Background: an optimization exercise with open tools, aiming at a short achievable clock period and few clock cycles. Do not read the settings as production practice.
In this exercise RTL edits were held to simulation tests only and were not proved equivalent to the original.
Power figures rest on the tool's default switching activity, not on a simulated workload.

==> design/flow/design.v <==
`timescale 1ns/1ps
package rv_pkg;
    localparam int XLEN       = 32;
    localparam int REG_ADDR_W = 5;
endpackage
`timescale 1ns/1ps
`timescale 1ns/1ps
module reg_file (
    input  logic        i_clk,
    input  logic        i_reset,
    input  logic [4:0]  i_rs1,
    input  logic [4:0]  i_rs2,
    input  logic [4:0]  i_rd,
    input  logic        i_write,
    input  logic [31:0] i_wdata,
    output logic [31:0] o_rs1_data,
    output logic [31:0] o_rs2_data
);
    logic [31:0] regs [1:31];
    logic [31:1] written;
    always_ff @(posedge i_clk or posedge i_reset) begin
        if (i_reset) begin
            written <= '0;
        end else if (i_write && i_rd != '0) begin
            written[i_rd] <= 1'b1;
        end
    end
    always_ff @(posedge i_clk) begin
        if (i_write && i_rd != '0) begin
            regs[i_rd] <= i_wdata;
        end
    end
    assign o_rs1_data = (i_rs1 == '0 || !written[i_rs1]) ? '0 : regs[i_rs1];
    assign o_rs2_data = (i_rs2 == '0 || !written[i_rs2]) ? '0 : regs[i_rs2];
endmodule
`timescale 1ns/1ps
module ks_add #(
    parameter int N = 32
) (
    input  logic [N-1:0] i_a,
    input  logic [N-1:0] i_b,
    input  logic         i_cin,
    output logic [N-1:0] o_sum,
    output logic         o_cout
);
    localparam int L = (N > 16) ? 5 : (N > 8) ? 4 : (N > 4) ? 3 : 2;
    logic [N-1:0]        p0;
    logic [L:0][N-1:0]   g, p;
    assign p0   = i_a ^ i_b;
    assign p[0] = p0;
    assign g[0] = (i_a & i_b) | {{(N-1){1'b0}}, p0[0] & i_cin};
    for (genvar l = 1; l <= L; l++) begin : g_lvl
        for (genvar i = 0; i < N; i++) begin : g_bit
            if (i >= (1 << (l - 1))) begin : g_op
                assign g[l][i] = g[l-1][i] | (p[l-1][i] & g[l-1][i - (1 << (l - 1))]);
                assign p[l][i] = p[l-1][i] & p[l-1][i - (1 << (l - 1))];
            end else begin : g_pass
                assign g[l][i] = g[l-1][i];
                assign p[l][i] = p[l-1][i];
            end
        end
    end
    assign o_sum  = p0 ^ {g[L][N-2:0], i_cin};
    assign o_cout = g[L][N-1];
endmodule
module alu (
    input  logic [31:0] i_a,
    input  logic [31:0] i_b,
    input  logic        i_sub,       
    input  logic        i_sel_sum,
    input  logic        i_sel_slt,
    input  logic        i_sel_sltu,
    input  logic        i_sel_sll,
    input  logic        i_sel_srl,   
    input  logic        i_sra,
    input  logic        i_sel_xor,
    input  logic        i_sel_or,
    input  logic        i_sel_and,
    input  logic        i_sel_pre,
    input  logic [31:0] i_pre,       
    output logic [31:0] o_sum,
    output logic [31:0] o_result,
    output logic        o_eq,
    output logic        o_lt,
    output logic        o_ltu
);
    logic        cout;
    logic [31:0] sll, srl;
    ks_add #(.N(32)) add_i (
        .i_a    (i_a),
        .i_b    (i_b ^ {32{i_sub}}),
        .i_cin  (i_sub),
        .o_sum  (o_sum),
        .o_cout (cout)
    );
    assign o_ltu = !cout;
    assign o_lt  = (i_a[31] ^ i_b[31]) ? i_a[31] : o_sum[31];
    assign o_eq  = (i_a == i_b);
    assign sll = i_a << i_b[4:0];
    assign srl = 32'($signed({i_sra & i_a[31], i_a}) >>> i_b[4:0]);
    assign o_result = ({32{i_sel_sum}}  & o_sum)
                    | ({32{i_sel_slt}}  & {31'd0, o_lt})
                    | ({32{i_sel_sltu}} & {31'd0, o_ltu})
                    | ({32{i_sel_sll}}  & sll)
                    | ({32{i_sel_srl}}  & srl)
                    | ({32{i_sel_xor}}  & (i_a ^ i_b))
                    | ({32{i_sel_or}}   & (i_a | i_b))
                    | ({32{i_sel_and}}  & (i_a & i_b))
                    | ({32{i_sel_pre}}  & i_pre);
endmodule
`timescale 1ns/1ps
`timescale 1ns/1ps
`timescale 1ns/1ps
module rv_core (
    input  logic            i_clk,
    input  logic            i_reset,
    input  logic [rv_pkg::XLEN-1:0] i_instruction,
    input  logic [rv_pkg::XLEN-1:0] i_bus_read_data,
    output logic [rv_pkg::XLEN-1:0] o_rom_pc,
    output logic [rv_pkg::XLEN-1:0] o_bus_address,
    output logic [rv_pkg::XLEN-1:0] o_bus_wr_data,
    output logic            o_bus_wr_enable,
    output logic            o_bus_rd_enable
);
    localparam logic [6:0] OP_LUI    = 7'b0110111;
    localparam logic [6:0] OP_AUIPC  = 7'b0010111;
    localparam logic [6:0] OP_JAL    = 7'b1101111;
    localparam logic [6:0] OP_JALR   = 7'b1100111;
    localparam logic [6:0] OP_BRANCH = 7'b1100011;
    localparam logic [6:0] OP_LOAD   = 7'b0000011;
    localparam logic [6:0] OP_STORE  = 7'b0100011;
    localparam logic [6:0] OP_IMM    = 7'b0010011;
    localparam logic [6:0] OP_REG    = 7'b0110011;
    logic [31:1] pc_f;
    logic        v_x;
    logic [31:0] av_x, bv_x, sv_x, pre_x;
    logic [31:1] link_x, tgt_x;
    logic        predt_x, fix_x;
    logic        fa_m_x, fb_m_x, fs_m_x, fca_x, fcb_x;
    logic [4:0]  rd_x;
    logic        wr_x, ld_x, st_x, jalr_x, beq_x, blt_x, bltu_x, want_x;
    logic        sub_x, sel_sum_x, sel_slt_x, sel_sltu_x, sel_sll_x, sel_srl_x, sra_x;
    logic        sel_xor_x, sel_or_x, sel_and_x, sel_pre_x;
    logic [31:0] res_m, sd_m;
    logic [4:0]  rd_m;
    logic        wr_m, ld_m, st_m;
    logic [31:0] res_w;
    logic [4:0]  rd_w;
    logic        wr_w, ld_w;
    logic [31:0] ins;
    logic [6:0]  opc;
    logic [2:0]  f3;
    logic [4:0]  rd, rs1, rs2;
    logic        f_lui, f_auipc, f_jal, f_jalr, f_br, f_lw, f_sw, f_opimm, f_op, f_alu;
    logic [31:0] imm_i, imm_s, imm_b, imm_u, imm_j;
    assign ins = i_instruction;
    assign opc = ins[6:0];
    assign f3  = ins[14:12];
    assign rd  = ins[11:7];
    assign rs1 = ins[19:15];
    assign rs2 = ins[24:20];
    assign f_lui   = opc == OP_LUI;
    assign f_auipc = opc == OP_AUIPC;
    assign f_jal   = opc == OP_JAL;
    assign f_jalr  = opc == OP_JALR;
    assign f_br    = opc == OP_BRANCH && f3[2:1] != 2'b01;
    assign f_lw    = opc == OP_LOAD && f3 == 3'b010;
    assign f_sw    = opc == OP_STORE && f3 == 3'b010;
    assign f_opimm = opc == OP_IMM;
    assign f_op    = opc == OP_REG;
    assign f_alu   = f_opimm || f_op;
    assign imm_i = {{20{ins[31]}}, ins[31:20]};
    assign imm_s = {{20{ins[31]}}, ins[31:25], ins[11:7]};
    assign imm_b = {{19{ins[31]}}, ins[31], ins[7], ins[30:25], ins[11:8], 1'b0};
    assign imm_u = {ins[31:12], 12'b0};
    assign imm_j = {{11{ins[31]}}, ins[31], ins[19:12], ins[20], ins[30:21], 1'b0};
    logic f_wr, f_use1, f_use2, f_jalr0;
    assign f_wr    = (f_lui || f_auipc || f_jal || f_jalr || f_lw || f_alu) && rd != 5'd0;
    assign f_use1  = f_jalr || f_br || f_lw || f_sw || f_alu;
    assign f_use2  = f_br || f_sw || f_op;
    assign f_jalr0 = f_jalr && rs1 == 5'd0;
    logic [31:0] link, t_sum;
    logic [12:1] sb_lo;
    logic        sb_c;
    logic [20:1] sj_lo;
    logic [31:13] hb, hb_p1, hb_m1, hb_sel;
    logic [31:21] hj, hj_p1, hj_m1, hj_sel;
    assign link = {pc_f + 31'd2, 1'b0};
    ks_add #(.N(12)) tb_add_i (
        .i_a (pc_f[12:1]), .i_b (imm_b[12:1]), .i_cin (1'b0), .o_sum (sb_lo), .o_cout (sb_c));
    assign hb    = pc_f[31:13];
    assign hb_p1[13] = ~hb[13];
    assign hb_m1[13] = ~hb[13];
    for (genvar k = 14; k < 32; k++) begin : g_hb
        assign hb_p1[k] = hb[k] ^ (&pc_f[k-1:13]);
        assign hb_m1[k] = hb[k] ^ (~|pc_f[k-1:13]);
    end
    assign hb_sel = (imm_b[31] == sb_c) ? hb : sb_c ? hb_p1 : hb_m1;
    logic [12:1]  sj_l;
    logic         sj_lc;
    logic [20:13] sj_m0, sj_m1;
    logic         sj_mc0, sj_mc1;
    logic [31:21] hj_sel0, hj_sel1;
    ks_add #(.N(12)) tj_add_l (
        .i_a (pc_f[12:1]), .i_b (imm_j[12:1]), .i_cin (1'b0), .o_sum (sj_l), .o_cout (sj_lc));
    ks_add #(.N(8)) tj_add_m0 (
        .i_a (pc_f[20:13]), .i_b (imm_j[20:13]), .i_cin (1'b0), .o_sum (sj_m0), .o_cout (sj_mc0));
    ks_add #(.N(8)) tj_add_m1 (
        .i_a (pc_f[20:13]), .i_b (imm_j[20:13]), .i_cin (1'b1), .o_sum (sj_m1), .o_cout (sj_mc1));
    assign hj    = pc_f[31:21];
    assign hj_p1[21] = ~hj[21];
    assign hj_m1[21] = ~hj[21];
    for (genvar k = 22; k < 32; k++) begin : g_hj
        assign hj_p1[k] = hj[k] ^ (&pc_f[k-1:21]);
        assign hj_m1[k] = hj[k] ^ (~|pc_f[k-1:21]);
    end
    assign hj_sel0 = (imm_j[31] == sj_mc0) ? hj : sj_mc0 ? hj_p1 : hj_m1;
    assign hj_sel1 = (imm_j[31] == sj_mc1) ? hj : sj_mc1 ? hj_p1 : hj_m1;
    assign sj_lo   = sj_lc ? {sj_m1, sj_l} : {sj_m0, sj_l};
    assign hj_sel  = sj_lc ? hj_sel1 : hj_sel0;
    assign t_sum = f_jal  ? {hj_sel, sj_lo, 1'b0} :
                   f_jalr ? {imm_i[31:1], 1'b0} :
                            {hb_sel, sb_lo, 1'b0};
    logic [31:1] pt;
    logic        b_exact, j_exact, t_exact;
    assign pt      = f_jalr ? imm_i[31:1] : {pc_f[31:13], f_jal ? sj_l : sb_lo};
    assign b_exact = imm_b[31] == sb_c;
    assign j_exact = imm_j[31] == sj_lc && imm_j[20:13] == {8{imm_j[31]}};
    assign t_exact = f_jal ? j_exact : f_jalr ? 1'b1 : b_exact;
    logic f_pred, f_redirect;
    assign f_pred     = (rs1 == rs2) ? (f3 == 3'b000 || f3 == 3'b101 || f3 == 3'b111) : ins[31];
    assign f_redirect = f_jal || f_jalr0 || (f_br && f_pred);
    logic stall;
    assign stall = (f_use1 && rs1 != 5'd0 &&
                    ((v_x && ld_x && rd_x == rs1) || (ld_m && rd_m == rs1))) ||
                   (f_use2 && rs2 != 5'd0 &&
                    ((v_x && ld_x && rd_x == rs2) || (ld_m && rd_m == rs2)));
    logic [31:0] rf1, rf2, wdata_w, r1, r2;
    assign wdata_w = ld_w ? i_bus_read_data : res_w;
    reg_file reg_file_i (
        .i_clk      (i_clk),
        .i_reset    (i_reset),
        .i_rs1      (rs1),
        .i_rs2      (rs2),
        .i_rd       (rd_w),
        .i_write    (wr_w),
        .i_wdata    (wdata_w),
        .o_rs1_data (rf1),
        .o_rs2_data (rf2)
    );
    assign r1 = (wr_m && rd_m == rs1) ? res_m : (wr_w && rd_w == rs1) ? wdata_w : rf1;
    assign r2 = (wr_m && rd_m == rs2) ? res_m : (wr_w && rd_w == rs2) ? wdata_w : rf2;
    logic h1_x, h2_x;
    assign h1_x = v_x && wr_x && rd_x == rs1;
    assign h2_x = v_x && wr_x && rd_x == rs2;
    logic f_bimm;
    assign f_bimm = !(f_op || f_br);
    logic [31:0] a, b, sdata, sum, x_result;
    logic        eq, lt, ltu;
    assign a     = fa_m_x ? res_m : av_x;
    assign b     = fb_m_x ? res_m : bv_x;
    logic [31:0] ca, cb;
    assign ca  = fca_x ? res_m : av_x;
    assign cb  = fcb_x ? res_m : bv_x;
    assign eq  = (ca == cb);
    assign lt  = $signed(ca) < $signed(cb);
    assign ltu = ca < cb;
    assign sdata = fs_m_x ? res_m : sv_x;
    alu alu_i (
        .i_a        (a),
        .i_b        (b),
        .i_sub      (sub_x),
        .i_sel_sum  (sel_sum_x),
        .i_sel_slt  (sel_slt_x),
        .i_sel_sltu (sel_sltu_x),
        .i_sel_sll  (sel_sll_x),
        .i_sel_srl  (sel_srl_x),
        .i_sra      (sra_x),
        .i_sel_xor  (sel_xor_x),
        .i_sel_or   (sel_or_x),
        .i_sel_and  (sel_and_x),
        .i_sel_pre  (sel_pre_x),
        .i_pre      (pre_x),
        .o_sum      (sum),
        .o_result   (x_result),
        .o_eq       (),
        .o_lt       (),
        .o_ltu      ()
    );
    logic        x_redirect;
    logic [31:1] x_target;
    logic        mis;
    assign mis        = (beq_x && (eq ^ want_x)) || (blt_x && (lt ^ want_x)) ||
                        (bltu_x && (ltu ^ want_x));
    assign x_redirect = jalr_x || fix_x || mis;
    assign x_target   = jalr_x ? sum[31:1] : (predt_x && mis) ? link_x : tgt_x;
    logic        f_go;
    assign f_go = !x_redirect && !stall;
    logic [31:1] pc_f_next;
    always_comb begin
        if (x_redirect)      pc_f_next = x_target;
        else if (stall)      pc_f_next = pc_f;
        else if (f_redirect) pc_f_next = pt;
        else                 pc_f_next = link[31:1];
    end
    always_ff @(posedge i_clk or posedge i_reset) begin
        if (i_reset) begin
            pc_f <= '0;
            v_x    <= 1'b0;
            jalr_x <= 1'b0;
            fix_x  <= 1'b0;
            predt_x <= 1'b0;
            beq_x  <= 1'b0;
            blt_x  <= 1'b0;
            bltu_x <= 1'b0;
            wr_m <= 1'b0;
            ld_m <= 1'b0;
            st_m <= 1'b0;
            wr_w <= 1'b0;
            ld_w <= 1'b0;
        end else begin
            pc_f <= pc_f_next;
            v_x    <= f_go;
            jalr_x <= f_jalr && !f_jalr0 && f_go;
            fix_x  <= (f_jal || (f_br && f_pred)) && !t_exact && f_go;
            predt_x <= f_br && f_pred;
            beq_x  <= f_br && f3[2:1] == 2'b00 && f_go;
            blt_x  <= f_br && f3[2:1] == 2'b10 && f_go;
            bltu_x <= f_br && f3[2:1] == 2'b11 && f_go;
            wr_m <= v_x && wr_x;
            ld_m <= v_x && ld_x;
            st_m <= v_x && st_x;
            wr_w <= wr_m;
            ld_w <= ld_m;
        end
    end
    always_ff @(posedge i_clk) begin
        av_x   <= f_auipc ? {pc_f, 1'b0} : r1;
        bv_x   <= f_bimm ? (f_sw ? imm_s : f_auipc ? imm_u : imm_i) : r2;
        sv_x   <= r2;
        fa_m_x <= h1_x && !f_auipc && !f_br;
        fb_m_x <= h2_x && !f_bimm && !f_br;
        fca_x  <= h1_x && f_br;
        fcb_x  <= h2_x && f_br;
        fs_m_x <= h2_x;
        pre_x  <= f_lui ? imm_u : link;
        link_x <= link[31:1];
        tgt_x  <= t_sum[31:1];
        rd_x   <= rd;
        wr_x   <= f_wr;
        ld_x   <= f_lw;
        st_x   <= f_sw;
        want_x <= f_pred ^ f3[0];
        sub_x      <= (f_alu && (f3 == 3'b010 || f3 == 3'b011)) ||
                      (f_op && f3 == 3'b000 && ins[30]);
        sel_sum_x  <= f_lw || f_sw || f_auipc || (f_alu && f3 == 3'b000);
        sel_slt_x  <= f_alu && f3 == 3'b010;
        sel_sltu_x <= f_alu && f3 == 3'b011;
        sel_sll_x  <= f_alu && f3 == 3'b001;
        sel_srl_x  <= f_alu && f3 == 3'b101;
        sra_x      <= ins[30];
        sel_xor_x  <= f_alu && f3 == 3'b100;
        sel_or_x   <= f_alu && f3 == 3'b110;
        sel_and_x  <= f_alu && f3 == 3'b111;
        sel_pre_x  <= f_lui || f_jal || f_jalr;
    end
    always_ff @(posedge i_clk) begin
        res_m <= x_result;
        sd_m  <= sdata;
        rd_m  <= rd_x;
    end
    always_ff @(posedge i_clk) begin
        res_w <= res_m;
        rd_w  <= rd_m;
    end
    assign o_rom_pc        = {pc_f, 1'b0};
    assign o_bus_address   = res_m;
    assign o_bus_wr_data   = sd_m;
    assign o_bus_wr_enable = st_m;
    assign o_bus_rd_enable = ld_m;
endmodule
==> design/flow/flow/run.sh <==
#!/bin/bash
# The standard layout, with timing repair aimed well below the clock period
# (the SDC is unchanged). The make output goes to flow_standard.log; ORFS
# keeps each step's own log under orfs/logs/.
set -euo pipefail
bash standard.sh SETUP_SLACK_MARGIN=8.5 finish > flow_standard.log 2>&1
==> design/flow/standard.sh <==
#!/bin/bash
# synth_recipe.tcl (not shown) runs the flow's synth.tcl, then flattens the netlist and writes it again
# the make line also repeats each setting of config.mk as NAME=value (left out here)
make -C /OpenROAD-flow-scripts/flow DESIGN_CONFIG=/design/flow/config.mk WORK_HOME=/design/flow/orfs CLKGATE_MAP_FILE= SYNTH_SCRIPT=/design/flow/synth_recipe.tcl "${@:-finish}"
==> design/flow/config.mk <==
export PLATFORM = sky130hd
export DESIGN_NAME = rv_core
export DESIGN_NICKNAME = rv_core
export VERILOG_FILES = /design/flow/design.v
export SDC_FILE = /design/flow/constraint.sdc
export NUM_CORES = 4
export LEC_CHECK = 0
export CAP_MARGIN = 20
export CORE_MARGIN = 2
export CORE_UTILIZATION = 35
export PLACE_DENSITY = 0.55
export SETUP_SLACK_MARGIN = 0.4
export SLEW_MARGIN = 20
==> design/flow/constraint.sdc <==
create_clock -name core_clock -period 12.0 [get_ports {i_clk}]
set_input_delay 2.4000 -clock core_clock [delete_from_list [all_inputs] [get_ports {i_clk}]]
set_output_delay 2.4000 -clock core_clock [all_outputs]
set_load 0.01 [all_outputs]
==> impl_metrics.toml <==
[sta]
setup_violations = 0
max_clock_freq_mhz = 229
finalCritPeriodShare_pct = 36.3
hold_viol_final = 0
timing.final.crit_period_ns = 4.36
hold_ws_ns = 0.386
setup_slack_ns = 7.64
relSlewSlack_pct = 27.5
setup_tns_ns = 0
finClkSkew_ns = 0.0451
rsz0062_at_grt = "yes"
worst_pin_slew_ns = 1.09
slew_violations = 0

[synth]
synth-simple-area-share_pct = 6.56
synth_area_sq_mm = 0.0735
synth_most_common_cell = "edfxtp_1"
syn_area_per_cell_sq_um = 13.7
synth-xor-area-share_pct = 1.91
synthAdderAreaFrac_pct = 3.11
yosys_most_used_dff = "edfxtp_1"
ys_seq_area_share_pct = 51.7
synthTopCellsByCount = "edfxtp_1 (992), mux4_2 (591), nor2_1 (359)"
synth.area.mux_share_pct = 24.7
synth_top_area_share_pct = 40.5
syn_inst = 5371
yosysUniqueCellTypes = 95
synth_edf_count = 992
synth.net_count = 5618
netlist.top_cell.by_area = "edfxtp_1"
synth-compound-area-share_pct = 8.99
synth-seq-cells = 1386
async_flop_share_pct = 5.34
synth_warnings = 2
synth_top_family_by_area = "multiplexers"
synth.area.top_cells = "edfxtp_1 (41%), mux4_2 (18%), dfxtp_1 (8.7%), mux2i_1 (4.5%), ha_1 (3.0%)"

[cts]
htreeDepth = 4
clk_latency_ns = 0.84
cts_tree = "built"
cts_buffer_depth = 3
clock-sinks = 1386
cts_made_buffers = 149
cts.reportedPaths.clkPinSlew_ns = 0.07
clockRootBuffer = "clkbuf_16"
ctsHoldBuffers = 0

[die]
die_w_um = 462
io_pins = 164
die-area_sq_mm = 0.214
core_area_sq_mm = 0.209
num_rows = 168
die_h_um = 462
start_util_pct = 35.2

[route]
drc = 0
viasPerCell = 6.26
drtIter0Drc = 7969
antenna_left = 0
wl_per_cell_um = 35.5
dr.pass1.iters = 6
wl_um = 316000
vias = 55600

[critical_path]
cp.required_ns = 12.73
reg2reg_from = "fca_x$_DFF_P_"
crit_fanout = 24
r2r_end = "pc_f[19]$_DFFE_PP0P_"
crit_chain = "buf_8 -> ha_1 -> a21o_1 -> a21o_1 -> a21oi_4 -> o211ai_1 -> a21boi_4 -> buf_12 -> buf_6 -> o311a_1 -> a211oi_1 -> o21ba_2"
cp_data_arrival_time_ns = 5.09
worst_setup_path_end_kind = "flop"
slowest_stage = "ha_1"
max_stage_delay_ns = 0.39
crit_path_start = "i_instruction[19]"
crit_type = "in2reg"
worst-path-buf-inv = 3
startpoint_type = "input port"
path_delay_family = "compound AO/OA/AOI/OAI gates"
cp_common_cell = "a21o_1"
r2r_cells = 16
r2r_slack_ns = 7.91

[grt]
grt_pass1_vias = 54300
antenna_found_initial = 13
grt_pass1_wl_um = 433000
grt-ovfl-total = 0
grt_max_degree = 64
grtUsageTotal_pct = 28.7

[worst_hold_path]
worstHoldPathCells = 0
hold_start = "rd_m[4]$_DFF_P_"
worstHoldPathType = "reg2reg"
hold_end = "rd_w[4]$_DFF_P_"

[pwr]
p_total_mw = 13.8
peakVddDrop_mv = 0.124
p_leak_nw = 34.5
powerDensity_mw_per_mm2 = 144

[run]
cap_viol_max_count = 0

[place]
portBuffers = 162
place_ws_ns = 4.36
place_congestion = 0.949
placed_area_sq_mm = 0.0790
placed_cells = 8063
place_hpwl_um = 180000

[run_status]
outcome = "complete, no violations"

[final_layout]
fin_util_pct = 45.8
syn_to_final_growth_pct = 30.2
fin_nets = 6192
layout-drive-gt1-share_pct = 40.3
fin_cells = 8884
fin_area_sq_mm = 0.0957
## worst max path at each step
stage,endpoint,slack (ns),cells after the start
6_report,tgt_x[28]$_DFF_P_,7.64,12
3_3_place_gp,av_x[31]$_DFF_P_,4.40,10
4_1_cts,tgt_x[20]$_DFF_P_,7.70,16
2_1_floorplan,av_x[12]$_DFF_P_,6.90,15
3_5_place_dp,av_x[4]$_DFF_P_,4.36,10
5_1_grt,tgt_x[27]$_DFF_P_,7.58,16
## worst register-to-register path: cells and delay by family (launching register included)
kind                     cells  cell delay [ns]
AND/OR/NAND/NOR              2             0.62
AO/OA/AOI/OAI                6             1.18
flip-flops                   1             0.42
multiplexers                 2             0.67
adder cells (fa/ha/maj)      1             0.26
buffers and inverters        5             0.82
## routing by layer
metal  part of all wire (%)  vias to the layer above  global-route usage, %
met5                  0.014                        -                      0
met4                    8.4                        6                   19.3
met3                    9.1                      949                   5.24
met2                     46                     3621                   45.5
met1                     36                    28600                   35.7
li1                       -                    22500                      -
## cells by family (layout without fill, tap and decap cells)
group / count (synthesis) / count (layout)
adder cells (fa/ha/maj): 181 / 181
XOR/XNOR: 160 / 161
buffers and inverters: 533 / 1217
AND/OR/NAND/NOR: 1066 / 1080
AO/OA/AOI/OAI: 985 / 987
flip-flops: 1386 / 1386
other: 1 / 8
multiplexers: 1059 / 1059
## state kept, by name, indices dropped and copies added (netlist names), 31 cells and up
register and flops:
reg_file_i.regs 992, av_x 32, bv_x 32, res_m 32, res_w 32, sd_m 32
sv_x 32, link_x 31, pc_f 31, pre_x 31, reg_file_i.written 31, tgt_x 31
## placed cells by master (no fill, tap or decap), types with 83 or more instances in the layout
master,Yosys,final
edfxtp_1,992,992
mux4_2,591,591
buf_4,17,360
nand2_1,339,309
nor2_1,359,298
dfxtp_1,320,253
mux2i_1,327,251
a21oi_1,262,210
buf_6,2,184
clkbuf_16,0,153
ha_1,178,131
mux2_2,141,122
o21ai_0,174,117
inv_1,131,105
xnor2_1,98,83
## repair_timing
item,in CTS,in global routing
endpoints found under the setup margin,378,319
setup buffers,350,98
gates cloned,84,4
pin swaps,211,196
endpoints found under the hold margin,0,0
resized for setup,1441,323
## final cells by class
cell class	count	area [sq um]
Sequential cell	1386	38300
Multi-Input combinational cell	3469	38300
Tap cell	2805	3510
Clock inverter	83	938
Fill cell	18200	113000
Clock buffer	195	4010
Timing Repair Buffer	801	10000
Inverter	138	582
Antenna cell	7	17.5
## power breakdown
part / internal (mW) / switching (mW) / total, mW
logic: 1.55 / 1.98 / 3.53
registers: 5.36 / 0.202 / 5.56
clock network: 2.63 / 2.09 / 4.73
total: 9.54 / 4.28 / 13.8
Testbench counts, summed over its fixed seeds: cycles 32,644.

-- port drivers added, routing unchanged --
In the flow no input, the clock included, has a driving cell. The finished layout below was timed again as built, in two steps.
Step 1 sets driving cells, clkbuf_16 on the clock port and buf_2 on the other inputs (assumed; they add their load-dependent delay and slew).
Step 2 also shifts input and output timing later by t, the mid clock arrival at the registers, as if the neighbouring blocks saw the same clock.
Slacks: ideal / step 1 / step 2; pairs: ideal / step 1.
t (ns): 0.919
setup WS [ns]: 7.641 / 7.409 / 6.489
worst setup path at the end: input to register
worst register clock-pin slew, ns: 0.07 / 0.07
After both steps this run still meets setup and hold. For this run, drivers alone change the setup slack by -0.232 ns; drivers and shift together by -1.152 ns.
